Context: an optimization exercise on an open-source flow, tuned for small area. The choices shown serve that exercise and are no tape-out recipe. The RTL was checked by simulation tests, not by an equivalence proof against the original design. Power and IR drop assume default switching activity.

[flow/flow/run.sh]
#!/bin/bash
# The standard layout, with two changes to how it is built:
# - every input and output port still gets its own buffer, but a buf_1
#   rather than the delay cell buffer_ports picks by default;
# - clock tree synthesis clusters more flip-flops per leaf buffer and does
#   not add dummy loads to balance the tree.
set -euo pipefail
export BUFFER_PORTS_ARGS="-buffer_cell sky130_fd_sc_hd__buf_1"
export CTS_ARGS="-sink_clustering_enable -repair_clock_nets -dont_use_dummy_load -sink_clustering_size 16 -sink_clustering_max_diameter 60 -buf_list {sky130_fd_sc_hd__clkbuf_8}"
bash standard.sh > standard.log 2>&1
[flow/config.mk]
export PLATFORM = sky130hd
export DESIGN_NAME = cache
export DESIGN_NICKNAME = cache
export VERILOG_FILES = /design/flow/design.v
export SDC_FILE = /design/flow/constraint.sdc
export NUM_CORES = 4
export LEC_CHECK = 0
export CAP_MARGIN = 10
export CORE_MARGIN = 2
export CORE_UTILIZATION = 70
export CTS_BUF_LIST = sky130_fd_sc_hd__clkbuf_8
export CTS_CLUSTER_DIAMETER = 60
export CTS_CLUSTER_SIZE = 16
export SLEW_MARGIN = 10
export SYNTH_HIERARCHICAL = 1
[flow/constraint.sdc]
create_clock -name core_clock -period 6.0 [get_ports {clk}]
set_input_delay 1.2000 -clock core_clock [delete_from_list [all_inputs] [get_ports {clk}]]
set_output_delay 1.2000 -clock core_clock [all_outputs]
set_load 0.01 [all_outputs]
[flow/standard.sh]
#!/bin/bash
# synth_recipe.tcl (not shown) runs the flow's synth.tcl, then flattens the netlist and writes it again
# the make line also repeats each setting of config.mk as NAME=value (left out here)
make -C /OpenROAD-flow-scripts/flow DESIGN_CONFIG=/design/flow/config.mk WORK_HOME=/design/flow/orfs CLKGATE_MAP_FILE= SYNTH_SCRIPT=/design/flow/synth_recipe.tcl "${@:-finish}"
[flow/design.v]
package cache_pkg;
endpackage
module cache_aoi3 (
    input  logic [2:0] s,
    input  logic [2:0] d,
    output logic       y_n
);
    assign y_n = ~|(s & d);
endmodule
module cache_tail8 (
    input  logic       a_n,
    input  logic       b_n,
    input  logic [1:0] s,
    input  logic [1:0] d,
    output logic       y
);
    assign y = ~(a_n & b_n & ~|(s & d));
endmodule
module cache_ao8 (
    input  logic [7:0] s,
    input  logic [7:0] d,
    output logic       y
);
    logic a_n, b_n;
    cache_aoi3  u_a (.s(s[2:0]), .d(d[2:0]), .y_n(a_n));
    cache_aoi3  u_b (.s(s[5:3]), .d(d[5:3]), .y_n(b_n));
    cache_tail8 u_c (.a_n(a_n), .b_n(b_n), .s(s[7:6]), .d(d[7:6]), .y(y));
endmodule
module cache_ao9 (
    input  logic [8:0] s,
    input  logic [8:0] d,
    output logic       y
);
    logic a_n, b_n, c_n;
    cache_aoi3 u_a (.s(s[2:0]), .d(d[2:0]), .y_n(a_n));
    cache_aoi3 u_b (.s(s[5:3]), .d(d[5:3]), .y_n(b_n));
    cache_aoi3 u_c (.s(s[8:6]), .d(d[8:6]), .y_n(c_n));
    assign y = ~(a_n & b_n & c_n);
endmodule
module cache_ao4 (
    input  logic [3:0] s,
    input  logic [3:0] d,
    output logic       y
);
    assign y = |(s & d);
endmodule
module cache_hold (
    input  logic en,
    input  logic en_n,
    input  logic d,
    input  logic q,
    output logic nxt
);
    assign nxt = (en & d) | (en_n & q);
endmodule
module cache_en (
    input  logic line_sel,
    input  logic word_wr,
    output logic en,
    output logic en_n
);
    assign en   = line_sel & word_wr;
    assign en_n = ~en;
endmodule
module cache (
    input  logic         clk,
    input  logic         proc_reset,
    input  logic         proc_read,
    input  logic         proc_write,
    input  logic [29:0]  proc_addr,
    input  logic [31:0]  proc_wdata,
    output logic         proc_stall,
    output logic [31:0]  proc_rdata,
    input  logic [127:0] mem_rdata,
    input  logic         mem_ready,
    output logic         mem_read,
    output logic         mem_write,
    output logic [27:0]  mem_addr,
    output logic [127:0] mem_wdata
);
    logic wb_q, al_q;
    logic [127:0] data_q [8];
    logic [24:0]  tag_q  [8];
    logic [7:0]   valid_q;
    logic [7:0]   dirty_q;
    logic [24:0] atag;
    logic [2:0]  idx;
    logic [1:0]  off;
    assign atag = proc_addr[29:5];
    assign idx  = proc_addr[4:2];
    assign off  = proc_addr[1:0];
    logic [7:0] sel;
    logic [3:0] wsel;
    always_comb begin
        for (int i = 0; i < 8; i++) sel[i] = (idx == 3'(i));
        for (int w = 0; w < 4; w++) wsel[w] = (off == 2'(w));
    end
    logic [127:0] cur_line;
    logic [24:0]  cur_tag;
    logic         cur_valid, cur_dirty;
    logic [8:0]   tsel;
    assign tsel = {al_q, sel & {8{~al_q}}};
    for (genvar b = 0; b < 128; b++) begin : g_line
        cache_ao8 u_mux (
            .s (sel),
            .d ({data_q[7][b], data_q[6][b], data_q[5][b], data_q[4][b],
                 data_q[3][b], data_q[2][b], data_q[1][b], data_q[0][b]}),
            .y (cur_line[b])
        );
    end
    for (genvar b = 0; b < 25; b++) begin : g_tag
        cache_ao9 u_mux (
            .s (tsel),
            .d ({atag[b],
                 tag_q[7][b], tag_q[6][b], tag_q[5][b], tag_q[4][b],
                 tag_q[3][b], tag_q[2][b], tag_q[1][b], tag_q[0][b]}),
            .y (cur_tag[b])
        );
    end
    cache_ao8 u_valid (.s(sel), .d(valid_q), .y(cur_valid));
    cache_ao8 u_dirty (.s(sel), .d(dirty_q), .y(cur_dirty));
    for (genvar b = 0; b < 32; b++) begin : g_word
        cache_ao4 u_mux (
            .s (wsel),
            .d ({cur_line[96+b], cur_line[64+b], cur_line[32+b], cur_line[b]}),
            .y (proc_rdata[b])
        );
    end
    logic req, idle, hit, fill, wword;
    assign req   = proc_read | proc_write;
    assign idle  = ~wb_q & ~al_q;
    assign hit   = cur_valid & (cur_tag == atag);
    assign fill  = al_q & mem_ready;
    assign wword = idle & proc_write & hit;
    assign proc_stall = wb_q | al_q | (req & ~hit);
    assign mem_write  = wb_q;
    assign mem_read   = al_q;
    assign mem_addr   = {cur_tag, idx};
    assign mem_wdata  = cur_line;
    always_ff @(posedge clk) begin
        if (!proc_reset) begin
            wb_q <= 1'b0;
            al_q <= 1'b0;
        end else begin
            wb_q <= (idle & req & ~hit & cur_valid & cur_dirty) | (wb_q & ~mem_ready);
            al_q <= (idle & req & ~hit & ~(cur_valid & cur_dirty)) | (wb_q & mem_ready) | (al_q & ~mem_ready);
        end
    end
    always_ff @(posedge clk) begin
        if (!proc_reset) begin
            valid_q <= '0;
            dirty_q <= '0;
        end else begin
            for (int i = 0; i < 8; i++) begin
                if (sel[i] & fill) begin
                    valid_q[i] <= 1'b1;
                    dirty_q[i] <= 1'b0;
                end else if (sel[i] & wword) begin
                    dirty_q[i] <= 1'b1;
                end
            end
        end
    end
    logic [127:0] wdata;
    assign wdata = al_q ? mem_rdata : {4{proc_wdata}};
    logic [3:0] wr;
    logic [3:0] den   [8];
    logic [3:0] den_n [8];
    logic [7:0] ten, ten_n;
    always_comb begin
        for (int w = 0; w < 4; w++) wr[w] = fill | (wword & wsel[w]);
    end
    for (genvar i = 0; i < 8; i++) begin : g_en
        for (genvar w = 0; w < 4; w++) begin : g_word
            cache_en u_en (.line_sel(sel[i]), .word_wr(wr[w]), .en(den[i][w]), .en_n(den_n[i][w]));
        end
        cache_en u_ten (.line_sel(sel[i]), .word_wr(fill), .en(ten[i]), .en_n(ten_n[i]));
    end
    logic [127:0] data_d [8];
    logic [24:0]  tag_d  [8];
    for (genvar i = 0; i < 8; i++) begin : g_set
        for (genvar b = 0; b < 128; b++) begin : g_data
            cache_hold u_hold (
                .en   (den[i][b/32]),
                .en_n (den_n[i][b/32]),
                .d    (wdata[b]),
                .q    (data_q[i][b]),
                .nxt  (data_d[i][b])
            );
        end
        for (genvar b = 0; b < 25; b++) begin : g_tag
            cache_hold u_hold (
                .en   (ten[i]),
                .en_n (ten_n[i]),
                .d    (atag[b]),
                .q    (tag_q[i][b]),
                .nxt  (tag_d[i][b])
            );
        end
    end
    always_ff @(posedge clk) begin
        for (int i = 0; i < 8; i++) begin
            data_q[i] <= data_d[i];
            tag_q[i]  <= tag_d[i];
        end
    end
endmodule
==> impl_results.md, run 1 <==
- Largest net degree at the start of global routing: 85
- Synth top area cells: dfxtp_1 (57%), a22o_1 (24%), a222oi_1 (7.7%), a22oi_1 (3.3%), nand2_1 (2.9%)
- Detailed placement HPWL: 104.4 mm
- Layout area overhead: 12.41%
- Yosys top cell by area: dfxtp_1
- Slew Limit Fails: 0
- TritonRoute pass-1 iters: 13
- Final core utilization: 0.7972
- Via density per instance: 7.969
- Sequential fraction of the synthesis area: 0.5681
- H-tree lvl count: 3
- Number of synthesized flops with an enable pin: 0
- Antenna-violating nets left: 0
- Drt wl/cell: 32.97 um
- Register share of total power: 0.586
- Adder-Cell Fraction of Synth Area: 0
- Worst vdd ir: about 0.00031 V
- P_leak: 20.80 nW
- Cells on worst reg2reg path: 13
- Fmax: 172.9 MHz
- Final Skew: 36.00 ps
- Num CTS Buffers: 87
- Largest family of logic cells by synthesized area: compound AO/OA/AOI/OAI gates
- Pwr/cell area: 412.7 nW/um^2
- Hold WC Path Type: flip-flop to flip-flop
- Worst-path clk slew: 100 ps
- Post-route minimum period: ~5800 ps
- Switching Share: 0.3105
- Area after DPL: 47960 um^2
- Root Driver: clkbuf_8
- Mapped Area: 43770 um^2
- Cells after synthesis: 3707
- Top-count cell post-synth: dfxtp_1
- Initial antenna violation count: 16
- Count of cell types in the netlist: 31
- Post-synth top area share: 0.5681
- Placer congestion estimate: approximately 1
- Die area: 64540 um^2
- # Max-Cap Violations: 0
- Logic pwr share: 0.224
- I/O Buffers: 385
- Slowest stage cell, crit path: nor4_1
- Worst-Margin Slew: about 1300 ps
- Main synth FF type: dfxtp_1
- Share of cells above drive strength 1: 0.06687
- Worst Path Required: 4800 ps
- Routed WL: 170.5 mm
- Worst Setup End Kind: output pin
- Net Sw Power: ~0.0063 W
- Vias in the first global route: 38240
- CTS tree: done
- Power share of the clock group: 0.190
- Core area: 61710 um^2
- Io pins: around 390
- Slowest Stage Delay on Critical Path: 760 ps
- Clock Latency Late Sink: approximately 740 ps
- Crit Path Max Fanout: 15
- Yosys reg bits: 1242
- Cts hold-fix bufs: 0
- Starting Density: 0.7092
- Syn nets: 3902
- Max transition margin: 0.1227
- WL met3: just over 30 mm
- Gr usage total: 0.5089
- Internal power: 0.01400 W
- Crit path arrival time: 4580 ps
- Gr ovfl total: 0
- Startpoint types: primary input
- Metal2 WL: between 60 and 70 mm
- Outcome: no timing/DRC/antenna violations
- Uppermost layer routed: met5
- Mux cell area share after synthesis: 0
- Final setup viols: 0
- Cell area after layout: 49200 um^2
- Die W: 254.1 um
- Nets@finish: 4519
- Routed vias: 41210
- Synth Area in Compound Gates: 0.3596
- Critical-path cell list: buf_1 > nand3b_1 > nor2_2 > buf_4 > buf_4 > a222oi_1 > nand3_1 > xor2_1 > nor4_1 > and4_2 > o21ai_0 > buf_1
- Routed length on met1: 58.82 mm
- Synth top cells by count: dfxtp_1 (1242), a22o_1 (1224), a222oi_1 (335), nand2_1 (334), a22oi_1 (194)
- Crit path kind: primary input to output pin
- DR iter-0 viols: 7817
- Unrepaired setup endpoints after global routing: no
- Max Root-Sink Buffers: 3
- DRC Markers: 0
- Simple-gate portion of the synthesized area: 0.06318
- Xor and xnor area share after synthesis: 0.005003
- Fillers: a little over 4000
- Async S/R FF share, synth: 0
- Clock Sinks: between 1000 and 1500
- Die height: roughly 250 um
- Mapped Avg Cell Area: approximately 12 um^2
- Row count: just over 90
- Setup Buffers After CTS: 0
- Hold Path Cell Cnt: 1
- Hold Fails Final Rpt: 0
- Final worst-path cycle share: 0.9641
- Syn. warnings: 15
- First-pass GRT wire length: 246.6 mm
-- worst paths after layout --
kind | start | end | slack (ps)
hold reg to reg | valid_q[5]$_SDFFE_PN0P_ | valid_q[5]$_SDFFE_PN0P_ | 480
setup reg to reg | al_q$_SDFF_PN0_ | data_q[6][17]$_DFF_P_ | 810
setup / recovery | proc_addr[2] | proc_stall | 220
hold / removal | valid_q[5]$_SDFFE_PN0P_ | valid_q[5]$_SDFFE_PN0P_ | 480
-- modules after synthesis, one instance, submodules excluded, excerpt --
module       area, um^2  cells inside  flip-flops and latches
cache             26940          1687                    1242
cache_ao4         18.77             3                       0
cache_ao9         5.005             1                       0
cache_en          10.01             2                       0
cache_hold        8.758             1                       0
cache_tail8       12.51             2                       0
-- per-layer routing --
metal	up-vias	global-route usage
met2	3865	0.6838
met5	-	0.01467
met3	789	0.2299
met4	33	0.3533
met1	19650	0.6463
li1	16870	-
-- sequential cells by signal, summed over array words and instances, names as in the netlist --
name,cells
data_q,1024
tag_q,200
dirty_q,8
valid_q,8
al_q,1
wb_q,1
-- per-stage QoR --
step / worst slack, ps / setup TNS [ps] / instances / hold slack [ps] / total power (W)
after floorplan: -245.7 / -199420 / 3707 / 438.3 / 0.01454
after global placement: 386.3 / 0 / 5072 / 446.9 / 0.01607
after detailed placement: 197.0 / 0 / 5072 / 451.4 / 0.01626
after CTS: 287.3 / 0 / 5159 / 478.4 / 0.01996
after global routing: 193.9 / 0 / 5162 / 493.1 / 0.02095
final: 215.3 / 0 / 5171 / 476.3 / 0.02030
-- cell usage in the layout, fill, tap and decap left out, drive strengths merged, types with 13 or more instances in the layout --
| cell type | Yosys | final |
|---|---|---|
| dfxtp | 1242 | 1242 |
| a22o | 1224 | 1224 |
| buf | 11 | 559 |
| a222oi | 335 | 335 |
| nand2 | 334 | 334 |
| a22oi | 194 | 194 |
| nand3 | 165 | 165 |
| clkbuf | 20 | 87 |
| and2 | 40 | 40 |
| nand2b | 35 | 35 |
| nor2 | 18 | 18 |
| o21ai | 14 | 14 |
| xnor2 | 13 | 13 |
-- layout make-up --
cell class / instances / area (um^2) / share of cell area
multi-input combinational: 2423 / 18810 / 0.3824
tap: 837 / 1047 / 0.02129
sequential: 1242 / 24870 / 0.5055
timing repair buffer: 559 / 3164 / 0.06432
antenna: 12 / 30.03 / 0.0006104
inverter: 11 / 76.32 / 0.001551
clock buffer: 87 / 1197 / 0.02434
-- power by group through the flow --
stage / clock network [W] / registers, W / logic [W]
final: 0.00386 / 0.0119 / 0.00456
after global routing: 0.00410 / 0.0121 / 0.00476
after CTS: 0.00381 / 0.0118 / 0.00435
after detailed placement: 0 / 0.0119 / 0.00434
after global placement: 0 / 0.0119 / 0.00416
after floorplan: 0 / 0.0116 / 0.00296
-- critical path: cells and delay by family --
family,cells,cell delay [ps]
AND/OR/NAND/NOR,5,2170
AO/OA/AOI/OAI,2,170
buffers and inverters,4,950
XOR/XNOR,1,90
-- cell families after synthesis --
logic type	count (synthesis)
compound gates	1784
buf+inv	42
simple gates	614
xor+xnor	25
flops	1242
-- repair_timing --
action	4_1_cts	5_1_grt
setup endpoints to repair	0	1
endpoints found under the hold margin	0	0
gates resized for setup	0	1
==> run 2, diff against run 1 <==
--- a/flow/design.v
+++ b/flow/design.v
@@ -165,6 +165,6 @@
     assign wdata = al_q ? mem_rdata : {4{proc_wdata}};
     logic [3:0] wr;
-    logic [3:0] den   [8];
-    logic [3:0] den_n [8];
+    logic [7:0] den   [8];
+    logic [7:0] den_n [8];
     logic [7:0] ten, ten_n;
     always_comb begin
@@ -172,6 +172,6 @@
     end
     for (genvar i = 0; i < 8; i++) begin : g_en
-        for (genvar w = 0; w < 4; w++) begin : g_word
-            cache_en u_en (.line_sel(sel[i]), .word_wr(wr[w]), .en(den[i][w]), .en_n(den_n[i][w]));
+        for (genvar h = 0; h < 8; h++) begin : g_half
+            cache_en u_en (.line_sel(sel[i]), .word_wr(wr[h/2]), .en(den[i][h]), .en_n(den_n[i][h]));
         end
         cache_en u_ten (.line_sel(sel[i]), .word_wr(fill), .en(ten[i]), .en_n(ten_n[i]));
@@ -182,6 +182,6 @@
         for (genvar b = 0; b < 128; b++) begin : g_data
             cache_hold u_hold (
-                .en   (den[i][b/32]),
-                .en_n (den_n[i][b/32]),
+                .en   (den[i][b/16]),
+                .en_n (den_n[i][b/16]),
                 .d    (wdata[b]),
                 .q    (data_q[i][b]),
==> run 2 against run 1 <==
Against the previous run:
- routed wire length down 9.3%
- core utilization down 1.2 points
- area after synthesis increased by 0.73%
- critical path type unchanged
- clock skew is 5.9 ps higher
- critical path depth stayed put
- count of clock-buffer cells in the layout unchanged
- synthesized cell count up 1.7%
==> impl_results.md, run 2 <==
- Antenna-violating nets left: 0
- Root Driver: clkbuf_8
- Crit Path Max Fanout: 19
- Count of cell types in the netlist: 31
- Post-route minimum period: 5811 ps
- TritonRoute pass-1 iters: 10
- Outcome: no timing/DRC/antenna violations
- Via density per instance: roughly 7.7
- Startpoint types: primary input
- Largest net degree at the start of global routing: 88
- Post-CTS Resized: 0
- Clock Latency Late Sink: about 730 ps
- Switching Share: 0.3002
- Mapped Area: 44090 um^2
- First-pass GRT wire length: approximately 230 mm
- I/O Buffers: 385
- Cell area after layout: 49170 um^2
- Cts hold-fix bufs: 0
- Mapped Avg Cell Area: between 10 and 15 um^2
- Share of cells above drive strength 1: 0.06331
- Cells after synthesis: 3771
- Pre-CTS setup slack: around 3 ps
- Net Sw Power: ~0.0060 W
- H-tree lvl count: 3
- Yosys top cell by area: dfxtp_1
- Final worst-path cycle share: 0.9685
- Unrepaired setup endpoints after global routing: no
- Critical-path cell list: buf_1 > nand3b_1 > nor2_2 > buf_4 > a222oi_1 > nand3_1 > xor2_1 > nor4_1 > buf_4 > and4_2 > o21ai_0 > buf_1
- Worst-Margin Slew: approximately 1300 ps
- Syn. warnings: 15
- Worst vdd ir: 0.0002941 V
- Max transition margin: 0.1431
- Yosys reg bits: between 1000 and 1500
- Routed WL: between 150 and 200 mm
- Largest register FFs: between 1000 and 1500
- Uppermost layer routed: met5
- Critical path buffers and inverters: 4
- Slew Limit Fails: 0
- Total negative slack: 0 ps
- Largest Register: data_q
- Setup Buffers After CTS: 0
- Power share of the clock group: 0.193
- Non-Filler Instances: 5224
- Die W: 255.0 um
- Die height: 255.0 um
- Slowest stage cell, crit path: nor2_2
- Syn nets: just under 4000
- Drt wl/cell: approximately 30 um
- Max Root-Sink Buffers: 3
- Worst Setup End Kind: output pin
- Layout area overhead: 11.52%
- Register share of total power: 0.595
- Area of the multi-input gates: 19130 um^2
- Io pins: 386
- Crit path arrival time: 4610 ps
- Worst-path clk slew: 90 ps
- Final Skew: 41.90 ps
- Metal2 WL: 64.37 mm
- Routed length on met1: about 56 mm
- Final setup viols: 0
- Placer congestion estimate: 0.9139
- Num CTS Buffers: between 80 and 90
- Top-count cell post-synth: dfxtp_1
- DR iter-0 viols: approximately 7000
- # Max-Cap Violations: 0
- Number of synthesized flops with an enable pin: 0
- Area after DPL: around 48000 um^2
- Gr usage total: 0.4569
- Starting Density: 0.7040
- CP top delay family: simple AND/OR/NAND/NOR gates
- Clock Sinks: 1242
- Final core utilization: 0.7852
- Commonest non-fill, non-tap cell in the layout: dfxtp_1
- Main synth FF type: dfxtp_1
- Fillers: 4318
- Top Registers: data_q (1024), tag_q (200)
- Pwr/cell area: slightly above 400 nW/um^2
- Vias in the first global route: 37690
- DRC Markers: 0
- Logic pwr share: 0.212
- Sequential fraction of the synthesis area: 0.5640
- Gr ovfl total: 0
- Async S/R FF share, synth: 0
- Routed vias: roughly 40000
- Die area: 65000 um^2
- Worst Path Required: 4800 ps
- Crit path kind: primary input to output pin
- Commonest non-fill, non-tap cells in the layout: dfxtp_1 (1241), a22o_1 (1224), buf_1 (385)
- Initial antenna violation count: 5
- P_leak: 20.82 nW
- Core area: 62620 um^2
- Fmax: 172.1 MHz
- Final worst slack: ~190 ps
- Post-synth top area share: 0.5640
- Synth top cells by count: dfxtp_1 (1242), a22o_1 (1224), nand2_1 (366), a222oi_1 (335), a22oi_1 (194)
- Hold WC Path Type: flip-flop to flip-flop
- Internal power: approximately 0.014 W
- Slowest Stage Delay on Critical Path: between 900 and 1000 ps
- Hold Fails Final Rpt: 0
- Synth top area cells: dfxtp_1 (56%), a22o_1 (24%), a222oi_1 (7.6%), a22oi_1 (3.3%), nand2_1 (3.1%)
- Detailed placement HPWL: 94.34 mm
- Row count: 92
- CTS tree: done
- Dpl cells: roughly 5100
- Sequential Area: 24870 um^2
- WL met3: 23.76 mm
- Nets@finish: 4572
## run 2: metal layers
layer  vias to the layer above  global-route usage
li1                      17000                   -
met1                     19020              0.6090
met2                      3426              0.6522
met3                       661              0.1410
met4                         4              0.2754
met5                         -                   0
## run 2: cell families (layout without fill, tap and decap cells)
family,count (synthesis),after routing,share of synthesized area
AOI/OAI and AO/OA,1784,1784,0.3570
other,0,3,0
DFF,1242,1242,0.5640
buffers and inverters,42,646,0.004086
and+or+nand+nor,678,678,0.06999
xor gates and xnor gates,25,25,0.004967
## run 2: Yosys stat by module, one instance, submodules excluded, excerpt
| module | cells inside | copies in the design |
|---|---|---|
| cache_ao4 | 3 | 32 |
| cache_aoi3 | 1 | 335 |
| cache_en | 2 | 72 |
| cache_ao9 | 1 | 25 |
| cache_hold | 1 | 1224 |
| cache | 1687 | 1 |
| cache_tail8 | 2 | 130 |
## run 2: worst paths after layout
path / startpoint / end / slack (ps) / depth (start not counted)
hold / removal: data_q[5][40]$_DFF_P_ / data_q[5][40]$_DFF_P_ / 480 / 1
setup / recovery: proc_addr[2] / proc_stall / 190 / 12
hold reg to reg: data_q[5][40]$_DFF_P_ / data_q[5][40]$_DFF_P_ / 480 / 1
setup reg to reg: al_q$_SDFF_PN0_ / data_q[1][21]$_DFF_P_ / 900 / 14
## run 2: cell type report
cell class	count	area share
multi-input combinational	2487	0.3890
tap	846	0.02153
inverter	11	0.001552
antenna	3	0.0001527
sequential	1242	0.5058
clock buffer	87	0.02435
timing repair buffer	548	0.05759
## run 2: power by group through the flow
stage                     Clock (W)  Sequential, W  Combinational (W)
after floorplan                   0         0.0116            0.00293
after global placement            0         0.0119            0.00394
after detailed placement          0         0.0119            0.00412
after global routing        0.00409         0.0121            0.00453
after CTS                   0.00383         0.0118            0.00412
final                       0.00384         0.0119            0.00423
## run 2: worst register-to-register path, delay by kind of cell (launching register included)
family / cells / cell delay, ps
AOI/OAI and AO/OA: 3 / 860
xor gates and xnor gates: 1 / 100
buffers and inverters: 4 / 1080
DFF: 1 / 530
and+or+nand+nor: 6 / 2430
## run 2: stage by stage
step | hold WS (ps) | total power, W
after floorplan | 438.3 | 0.01451
after global placement | 449.8 | 0.01584
after detailed placement | 451.5 | 0.01603
after CTS | 478.0 | 0.01974
after global routing | 487.9 | 0.02069
final | 476.0 | 0.01993

==> port drivers added, routing unchanged <==
No port has a modelled driver above. Below, the same layouts with a new extraction and two added sets of constraints. Step 1 assumes that a clkbuf_16 drives the clock port and a buf_2 every other input. Step 2 adds t to the input delays and takes it off the output delays; t is the mean of the earliest and latest rising clock arrival at the registers after step 1. Input paths then give back, and output paths get back, about the clock's delay inside the block. a / b / c = ideal ports / drivers / drivers and shift; a / b = the first two.
| run | t (ns) | setup WS [ns] | worst setup path at the end | clock arrival spread, ns | slew at the worst register clock pin (ns) |
|---|---|---|---|---|---|
| run 1 | 0.798 | 0.215 / 0.160 / 0.049 | input to register | 0.036 / 0.036 | 0.11 / 0.11 |
| run 2 | 0.782 | 0.189 / 0.166 / -0.261 | input to register | 0.048 / 0.047 | 0.10 / 0.10 |
With both steps, setup timing fails in run 2, where it was met with ideal ports. For run 2, which loses most, drivers alone change the setup slack by -0.023 ns; drivers and shift together by -0.450 ns.
